What follows belongs to an exercise in optimizing a design on an open flow for small area, a short achievable clock period and few clock cycles; a production flow would make more cautious choices.
At most, simulation tests tie the RTL to the original design; equivalence was not proved.
Power and IR drop assume default switching activity.

==> flow/design.v <==
package upscale_pkg;
    typedef logic [12-1:0] pixel_t;
    typedef logic [$clog2(8*8)-1:0] out_addr_t;
    typedef logic [1:0] win_idx_t;
    typedef logic [3:0] write_mode_t;
    typedef enum logic [1:0] {
        IDLE,
        SCAN,
        DRAIN
    } scan_state_t;
endpackage
`timescale 1ns/1ps
module upscale_top (
    input  logic   clk,
    input  logic   rst,
    input  logic   pix_valid,
    input  upscale_pkg::pixel_t pix_data,
    input  logic   start,
    output logic   busy,
    output logic   done,
    input  logic [2:0]  rd_row,
    output logic [8*12-1:0] rd_data
);
    localparam int PW = 12;
    logic [PW-1:0] live [0:15];
    logic [PW-1:0] live_nx [0:15];
    logic [PW-1:0] snap [0:15];
    logic [3:0]    wr_ptr;
    logic          busy_q;
    logic          zero_q;    
    wire acc_pix   = pix_valid & ~busy_q;
    wire acc_start = start & ~busy_q;
    always_ff @(posedge clk) begin
        if (!rst) begin
            wr_ptr <= '0;
            busy_q <= 1'b0;
            zero_q <= 1'b1;
        end else begin
            if (acc_pix) wr_ptr <= wr_ptr + 4'd1;
            busy_q <= acc_start;
            if (acc_start) zero_q <= 1'b0;
        end
    end
    always_comb begin
        for (int k = 0; k < 16; k++) begin
            live_nx[k] = ({PW{acc_pix && wr_ptr == 4'(k)}} & pix_data)
                       | ({PW{!(acc_pix && wr_ptr == 4'(k))}} & live[k]);
        end
    end
    always_ff @(posedge clk) begin
        for (int k = 0; k < 16; k++) begin
            live[k] <= live_nx[k];
            if (acc_start) snap[k] <= live_nx[k];
        end
    end
    assign busy = busy_q;
    assign done = busy_q;
    logic [3:0] st, sb;
    always_comb begin
        st = '0;
        sb = '0;
        case (rd_row)
            3'd0: begin st[0] = 1'b1; sb[0] = 1'b1; end
            3'd1: begin st[0] = 1'b1; sb[1] = 1'b1; end
            3'd2: begin st[1] = 1'b1; sb[0] = 1'b1; end
            3'd3: begin st[1] = 1'b1; sb[2] = 1'b1; end
            3'd4: begin st[2] = 1'b1; sb[1] = 1'b1; end
            3'd5: begin st[2] = 1'b1; sb[3] = 1'b1; end
            3'd6: begin st[3] = 1'b1; sb[2] = 1'b1; end
            default: begin st[3] = 1'b1; sb[3] = 1'b1; end
        endcase
        if (zero_q) begin
            st = '0;
            sb = '0;
        end
    end
    logic [PW-1:0] tp [0:3];
    logic [PW-1:0] bt [0:3];
    logic [PW+1:0] vs [0:3];
    logic [PW+1:0] vc [0:3];
    logic [PW+1:0] v [0:3];
    for (genvar c = 0; c < 4; c++) begin : g_v
        assign tp[c] = ({PW{st[0]}} & snap[c])     | ({PW{st[1]}} & snap[4+c])
                     | ({PW{st[2]}} & snap[8+c])   | ({PW{st[3]}} & snap[12+c]);
        assign bt[c] = ({PW{sb[0]}} & snap[c])     | ({PW{sb[1]}} & snap[4+c])
                     | ({PW{sb[2]}} & snap[8+c])   | ({PW{sb[3]}} & snap[12+c]);
        assign vs[c] = {1'b0, tp[c], 1'b0} ^ {2'b0, tp[c]} ^ {2'b0, bt[c]};
        assign vc[c] = ((({1'b0, tp[c], 1'b0} & {2'b0, tp[c]}) | ({1'b0, tp[c], 1'b0} & {2'b0, bt[c]})
                        | ({2'b0, tp[c]} & {2'b0, bt[c]}))) << 1;
        pfx_add #(.W(PW+2)) u_va (.a(vs[c]), .b(vc[c]), .y(v[c]));
    end
    logic [PW+3:0] hs [1:6];
    logic [PW+3:0] hc [1:6];
    logic [PW+3:0] h [1:6];
    logic [PW+1:0] hl [1:6];
    logic [PW+1:0] hr [1:6];
    assign hl[1] = v[0]; assign hr[1] = v[1];
    assign hl[2] = v[1]; assign hr[2] = v[0];
    assign hl[3] = v[1]; assign hr[3] = v[2];
    assign hl[4] = v[2]; assign hr[4] = v[1];
    assign hl[5] = v[2]; assign hr[5] = v[3];
    assign hl[6] = v[3]; assign hr[6] = v[2];
    for (genvar j = 1; j <= 6; j++) begin : g_h
        assign hs[j] = {1'b0, hl[j], 1'b0} ^ {2'b0, hl[j]} ^ {2'b0, hr[j]};
        assign hc[j] = ((({1'b0, hl[j], 1'b0} & {2'b0, hl[j]}) | ({1'b0, hl[j], 1'b0} & {2'b0, hr[j]})
                        | ({2'b0, hl[j]} & {2'b0, hr[j]}))) << 1;
        pfx_add #(.W(PW+4)) u_ha (.a(hs[j]), .b(hc[j]), .y(h[j]));
    end
    assign rd_data[0*PW +: PW] = v[0][PW+1:2];
    assign rd_data[1*PW +: PW] = h[1][PW+3:4];
    assign rd_data[2*PW +: PW] = h[2][PW+3:4];
    assign rd_data[3*PW +: PW] = h[3][PW+3:4];
    assign rd_data[4*PW +: PW] = h[4][PW+3:4];
    assign rd_data[5*PW +: PW] = h[5][PW+3:4];
    assign rd_data[6*PW +: PW] = h[6][PW+3:4];
    assign rd_data[7*PW +: PW] = v[3][PW+1:2];
endmodule
module pfx_add #(parameter int W = 16) (
    input  logic [W-1:0] a,
    input  logic [W-1:0] b,
    output logic [W-1:0] y
);
    localparam int L = $clog2(W);
    logic [W-1:0] g [0:L];
    logic [W-1:0] p [0:L];
    assign g[0] = a & b;
    assign p[0] = a ^ b;
    for (genvar l = 0; l < L; l++) begin : g_lv
        for (genvar i = 0; i < W; i++) begin : g_b
            if (((i >> l) & 1) == 1) begin : g_op
                localparam int J = ((i >> l) << l) - 1;
                assign g[l+1][i] = g[l][i] | (p[l][i] & g[l][J]);
                assign p[l+1][i] = p[l][i] & p[l][J];
            end else begin : g_pass
                assign g[l+1][i] = g[l][i];
                assign p[l+1][i] = p[l][i];
            end
        end
    end
    assign y = p[0] ^ {g[L][W-2:0], 1'b0};
endmodule
clock: 9.0 ns
lec_check: 0
abc_area: 1
cap_margin: 20
core_margin: 2
core_utilization: 40
slew_margin: 20
run.sh (not shown) runs the stock make flow with config.mk's settings and CLKGATE_MAP_FILE= SYNTH_SCRIPT=/design/flow/synth_recipe.tcl, a recipe that flattens the netlist after the stock synthesis.
The first run finished with timing, DRC and antenna clean.
Next try:
--- a/flow/design.v
+++ b/flow/design.v
@@ -84,13 +84,13 @@
                      | ({PW{st[2]}} & snap[8+c])   | ({PW{st[3]}} & snap[12+c]);
         assign bt[c] = ({PW{sb[0]}} & snap[c])     | ({PW{sb[1]}} & snap[4+c])
                      | ({PW{sb[2]}} & snap[8+c])   | ({PW{sb[3]}} & snap[12+c]);
         assign vs[c] = {1'b0, tp[c], 1'b0} ^ {2'b0, tp[c]} ^ {2'b0, bt[c]};
         assign vc[c] = ((({1'b0, tp[c], 1'b0} & {2'b0, tp[c]}) | ({1'b0, tp[c], 1'b0} & {2'b0, bt[c]})
                         | ({2'b0, tp[c]} & {2'b0, bt[c]}))) << 1;
-        pfx_add #(.W(PW+2)) u_va (.a(vs[c]), .b(vc[c]), .y(v[c]));
+        assign v[c]  = vs[c] + vc[c];
     end
     logic [PW+3:0] hs [1:6];
     logic [PW+3:0] hc [1:6];
     logic [PW+3:0] h [1:6];
     logic [PW+1:0] hl [1:6];
     logic [PW+1:0] hr [1:6];
@@ -101,41 +101,17 @@
     assign hl[5] = v[2]; assign hr[5] = v[3];
     assign hl[6] = v[3]; assign hr[6] = v[2];
     for (genvar j = 1; j <= 6; j++) begin : g_h
         assign hs[j] = {1'b0, hl[j], 1'b0} ^ {2'b0, hl[j]} ^ {2'b0, hr[j]};
         assign hc[j] = ((({1'b0, hl[j], 1'b0} & {2'b0, hl[j]}) | ({1'b0, hl[j], 1'b0} & {2'b0, hr[j]})
                         | ({2'b0, hl[j]} & {2'b0, hr[j]}))) << 1;
-        pfx_add #(.W(PW+4)) u_ha (.a(hs[j]), .b(hc[j]), .y(h[j]));
+        assign h[j]  = hs[j] + hc[j];
     end
     assign rd_data[0*PW +: PW] = v[0][PW+1:2];
     assign rd_data[1*PW +: PW] = h[1][PW+3:4];
     assign rd_data[2*PW +: PW] = h[2][PW+3:4];
     assign rd_data[3*PW +: PW] = h[3][PW+3:4];
     assign rd_data[4*PW +: PW] = h[4][PW+3:4];
     assign rd_data[5*PW +: PW] = h[5][PW+3:4];
     assign rd_data[6*PW +: PW] = h[6][PW+3:4];
     assign rd_data[7*PW +: PW] = v[3][PW+1:2];
 endmodule
-module pfx_add #(parameter int W = 16) (
-    input  logic [W-1:0] a,
-    input  logic [W-1:0] b,
-    output logic [W-1:0] y
-);
-    localparam int L = $clog2(W);
-    logic [W-1:0] g [0:L];
-    logic [W-1:0] p [0:L];
-    assign g[0] = a & b;
-    assign p[0] = a ^ b;
-    for (genvar l = 0; l < L; l++) begin : g_lv
-        for (genvar i = 0; i < W; i++) begin : g_b
-            if (((i >> l) & 1) == 1) begin : g_op
-                localparam int J = ((i >> l) << l) - 1;
-                assign g[l+1][i] = g[l][i] | (p[l][i] & g[l][J]);
-                assign p[l+1][i] = p[l][i] & p[l][J];
-            end else begin : g_pass
-                assign g[l+1][i] = g[l][i];
-                assign p[l+1][i] = p[l][i];
-            end
-        end
-    end
-    assign y = p[0] ^ {g[L][W-2:0], 1'b0};
-endmodule
Sequential share of layout area came out lower by 0.31 points.
Critical path depth drops by 1.
Power grows by a few percent.
Cell area rose slightly.
Fmax barely changes.
Wire length rose slightly.
Count of clock-buffer cells in the layout grows by 5.
Global-route usage is about the same.
Setup slack improved by 15 ps.
Via count is higher by a few percent.
Synthesized cell count rose by a few percent.
Register-to-register slack got worse by 330 ps.
Testbench counts after the change, summed over its fixed seeds: cycles 6,528.
Function not checked in the first run of this note: the RTL went through the layout flow alone.

-- afterwards: timing with drivers on the ports --
The flow's constraints put no driver on any port. The routed layouts listed below were extracted and timed again, unchanged, in two steps.
Step 1 (the two cells are an assumption about what drives the block):
set clk [get_ports {clk}]
set_driving_cell -lib_cell sky130_fd_sc_hd__clkbuf_16 $clk
set_driving_cell -lib_cell sky130_fd_sc_hd__buf_2 [delete_from_list [all_inputs] $clk]
Step 2 adds t to the input delays and takes it off the output delays; t is the mean of the earliest and latest rising clock arrival at the registers after step 1. Input paths then give back, and output paths get back, about the clock's delay inside the block.
Slacks: ideal / step 1 / step 2; pairs: ideal / step 1.
run | shift t [ns] | setup WS [ns] | clock arrival spread, ns | slew at the worst register clock pin (ns) | cell pins on the clock port's net
the first run | 0.568 | 0.296 / 0.271 / 0.271 | 0.019 / 0.019 | 0.07 / 0.07 | 1
the second run | 0.571 | 0.311 / 0.293 / 0.293 | 0.017 / 0.017 | 0.07 / 0.07 | 1
After both steps every run listed still meets setup and hold. For the first run, which loses most, drivers alone change the setup slack by -0.025 ns; drivers and shift together by -0.025 ns.
